Context: an optimization exercise on an open-source flow, tuned for small area and a short achievable clock period. The choices shown serve that exercise and are no tape-out recipe.

Setup of lane 1:
==> module result_stage, before the edit <==
module result_stage
(
    input  logic                    clk,
    input  logic                    arst_n,
    input  logic [3-1:0]  rd_addr1,
    input  logic [3-1:0]  rd_addr2,
    input  logic                    wb_valid,
    input  logic [3-1:0]  wb_dest,
    input  logic [16-1:0]   wb_data,
    output logic [16-1:0]   rd_data1,
    output logic [16-1:0]   rd_data2,
    output logic [2:0]              cc
);
    logic [16-1:0] regs [8];
    logic [8-1:0] written;
    logic [2:0]            nzp;
    logic byp1, byp2;
    assign byp1 = wb_valid && wb_dest == rd_addr1;
    assign byp2 = wb_valid && wb_dest == rd_addr2;
    always_comb
    begin
        rd_data1 = wb_data & {16{byp1}};
        rd_data2 = wb_data & {16{byp2}};
        for (int i = 0; i < 8; i++)
        begin
            rd_data1 = rd_data1 | (regs[i] & {16{!byp1 && written[i] && rd_addr1 == i}});
            rd_data2 = rd_data2 | (regs[i] & {16{!byp2 && written[i] && rd_addr2 == i}});
        end
    end
    assign nzp = wb_data[16-1] ? 3'b100 :
                 (wb_data == '0)       ? 3'b010 :
                                         3'b001;
    always_ff @(posedge clk)
    begin
        for (int i = 0; i < 8; i++)
            if (wb_valid && wb_dest == i)
                regs[i] <= wb_data;
    end
    always_ff @(posedge clk or negedge arst_n)
    begin
        if (!arst_n)
        begin
            written <= '0;
            cc      <= 3'b010;  
        end
        else
        begin
            if (wb_valid)
            begin
                written[wb_dest] <= 1'b1;
                cc               <= nzp;
            end
        end
    end
endmodule
==> module lc3b_alu_pipe, before the edit <==
module lc3b_alu_pipe
(
    input  logic                    clk,
    input  logic                    arst_n,
    input  logic                    instr_valid,
    input  logic [16-1:0]   instr,
    input  logic                    flush,
    output logic                    wb_valid,
    output logic [3-1:0]  wb_dest,
    output logic [16-1:0]   wb_data,
    output logic [2:0]              cc
);
    logic                   d_valid;
    logic [3-1:0] d_dest;
    logic [16-1:0]  d_opa;
    logic [16-1:0]  d_opb;
    logic                   d_mb;
    logic                   d_as;
    logic                   d_sub;
    logic                   d_log;
    logic                   d_shr;
    logic [1:0]             d_lsel;
    logic [16-1:0]  alu_out;
    logic [16-1:0]  rd_data1;
    logic [16-1:0]  rd_data2;
    decode_stage u_decode
    (
        .clk         (clk),
        .arst_n      (arst_n),
        .instr_valid (instr_valid),
        .instr       (instr),
        .flush       (flush),
        .rd_data1    (rd_data1),
        .rd_data2    (rd_data2),
        .alu_out     (alu_out),
        .d_valid     (d_valid),
        .d_dest      (d_dest),
        .d_opa       (d_opa),
        .d_opb       (d_opb),
        .d_mb        (d_mb),
        .d_as        (d_as),
        .d_sub       (d_sub),
        .d_log       (d_log),
        .d_shr       (d_shr),
        .d_lsel      (d_lsel)
    );
    execute_stage u_execute
    (
        .clk      (clk),
        .arst_n   (arst_n),
        .d_valid  (d_valid),
        .d_dest   (d_dest),
        .d_opa    (d_opa),
        .d_opb    (d_opb),
        .d_mb     (d_mb),
        .d_as     (d_as),
        .d_sub    (d_sub),
        .d_log    (d_log),
        .d_shr    (d_shr),
        .d_lsel   (d_lsel),
        .alu_out  (alu_out),
        .wb_valid (wb_valid),
        .wb_dest  (wb_dest),
        .wb_data  (wb_data)
    );
    result_stage u_result
    (
        .clk      (clk),
        .arst_n   (arst_n),
        .rd_addr1 (instr[8:6]),
        .rd_addr2 (instr[2:0]),
        .wb_valid (wb_valid),
        .wb_dest  (wb_dest),
        .wb_data  (wb_data),
        .rd_data1 (rd_data1),
        .rd_data2 (rd_data2),
        .cc       (cc)
    );
endmodule
Settings: LEC_CHECK=0, CAP_MARGIN=20, CORE_MARGIN=2, CORE_UTILIZATION=40, SETUP_SLACK_MARGIN=1.5, SLEW_MARGIN=20; clock period 7.0 ns.
run.sh (not shown) runs the stock make flow with config.mk's settings and CLKGATE_MAP_FILE= SYNTH_SCRIPT=/design/flow/synth_recipe.tcl, a recipe that flattens the netlist after the stock synthesis.
Modified inputs, lane 3 compared to lane 1
--- a/flow/design.v
+++ b/flow/design.v
@@ -621,58 +621,56 @@
 module result_stage
 (
     input  logic                    clk,
     input  logic                    arst_n,
     input  logic [3-1:0]  rd_addr1,
     input  logic [3-1:0]  rd_addr2,
+    input  logic                    we,
+    input  logic [3-1:0]  waddr,
+    input  logic [16-1:0]   wdata,
     input  logic                    wb_valid,
-    input  logic [3-1:0]  wb_dest,
     input  logic [16-1:0]   wb_data,
     output logic [16-1:0]   rd_data1,
     output logic [16-1:0]   rd_data2,
     output logic [2:0]              cc
 );
     logic [16-1:0] regs [8];
     logic [8-1:0] written;
     logic [2:0]            nzp;
-    logic byp1, byp2;
-    assign byp1 = wb_valid && wb_dest == rd_addr1;
-    assign byp2 = wb_valid && wb_dest == rd_addr2;
     always_comb
     begin
-        rd_data1 = wb_data & {16{byp1}};
-        rd_data2 = wb_data & {16{byp2}};
+        rd_data1 = '0;
+        rd_data2 = '0;
         for (int i = 0; i < 8; i++)
         begin
-            rd_data1 = rd_data1 | (regs[i] & {16{!byp1 && written[i] && rd_addr1 == i}});
-            rd_data2 = rd_data2 | (regs[i] & {16{!byp2 && written[i] && rd_addr2 == i}});
+            rd_data1 = rd_data1 | (regs[i] & {16{written[i] && rd_addr1 == i}});
+            rd_data2 = rd_data2 | (regs[i] & {16{written[i] && rd_addr2 == i}});
         end
     end
     assign nzp = wb_data[16-1] ? 3'b100 :
                  (wb_data == '0)       ? 3'b010 :
                                          3'b001;
     always_ff @(posedge clk)
     begin
         for (int i = 0; i < 8; i++)
-            if (wb_valid && wb_dest == i)
-                regs[i] <= wb_data;
+            if (we && waddr == i)
+                regs[i] <= wdata;
     end
     always_ff @(posedge clk or negedge arst_n)
     begin
         if (!arst_n)
         begin
             written <= '0;
             cc      <= 3'b010;  
         end
         else
         begin
+            if (we)
+                written[waddr] <= 1'b1;
             if (wb_valid)
-            begin
-                written[wb_dest] <= 1'b1;
-                cc               <= nzp;
-            end
+                cc <= nzp;
         end
     end
 endmodule
 `timescale 1ns/1ps
 module lc3b_alu_pipe
 (
@@ -742,14 +740,16 @@
     result_stage u_result
     (
         .clk      (clk),
         .arst_n   (arst_n),
         .rd_addr1 (instr[8:6]),
         .rd_addr2 (instr[2:0]),
+        .we       (d_valid),
+        .waddr    (d_dest),
+        .wdata    (alu_out),
         .wb_valid (wb_valid),
-        .wb_dest  (wb_dest),
         .wb_data  (wb_data),
         .rd_data1 (rd_data1),
         .rd_data2 (rd_data2),
         .cc       (cc)
     );
 endmodule
--- outcome ---
The cell area number comes out lower for lane 3 vs lane 1. Diff lane 1 -> lane 3 | non-clock buffer count | decrease of 8. Comparing lane 3 and lane 1, the lower die area was measured on lane 3. Note that the count of clock-buffer cells in the layout recorded for lane 3 amounts to 0.897 times the value seen in lane 1. Diff lane 1 -> lane 3: routed wire length down 6.7%, core utilization up 0.55 points, smallest hold slack up 0.084 ns. [compare] base=lane 1 new=lane 3: fraction of the cycle the final worst path needs +1.3 points; area growth from synthesis to layout rose by 1.4 points; number of logic inverters in the finished layout went up by 1. Lane 3 finished every stage and its layout cleared the timing, design-rule and antenna checks. Sequential share of layout area up 0.61 points in lane 3 wrt lane 1.
Function was not checked in any run of this note: the RTL went through the layout flow alone.

port drivers added, routing unchanged:
The results above use ideal ports. As a check the final layouts listed here were re-extracted and re-timed, cells and wires unchanged. Step 1 assumes that a clkbuf_16 drives the clock port and a buf_2 every other input. Step 2 also shifts input and output timing later by t, the mid clock arrival at the registers, as if the neighbouring blocks saw the same clock. Slacks: ideal ports / drivers / drivers and shift; pairs: ideal ports / drivers.
run | t, ns | setup WS [ns] | worst setup path after step 2 | latest minus earliest clock arrival (ns) | worst slew at a driven data input, ns
lane 1 | 0.554 | 1.814 / 1.814 / 1.814 | register to register | 0.022 / 0.021 | 0.04
lane 3 | 0.557 | 1.723 / 1.723 / 1.723 | register to register | 0.021 / 0.021 | 0.04
After both steps every run listed still meets setup and hold.
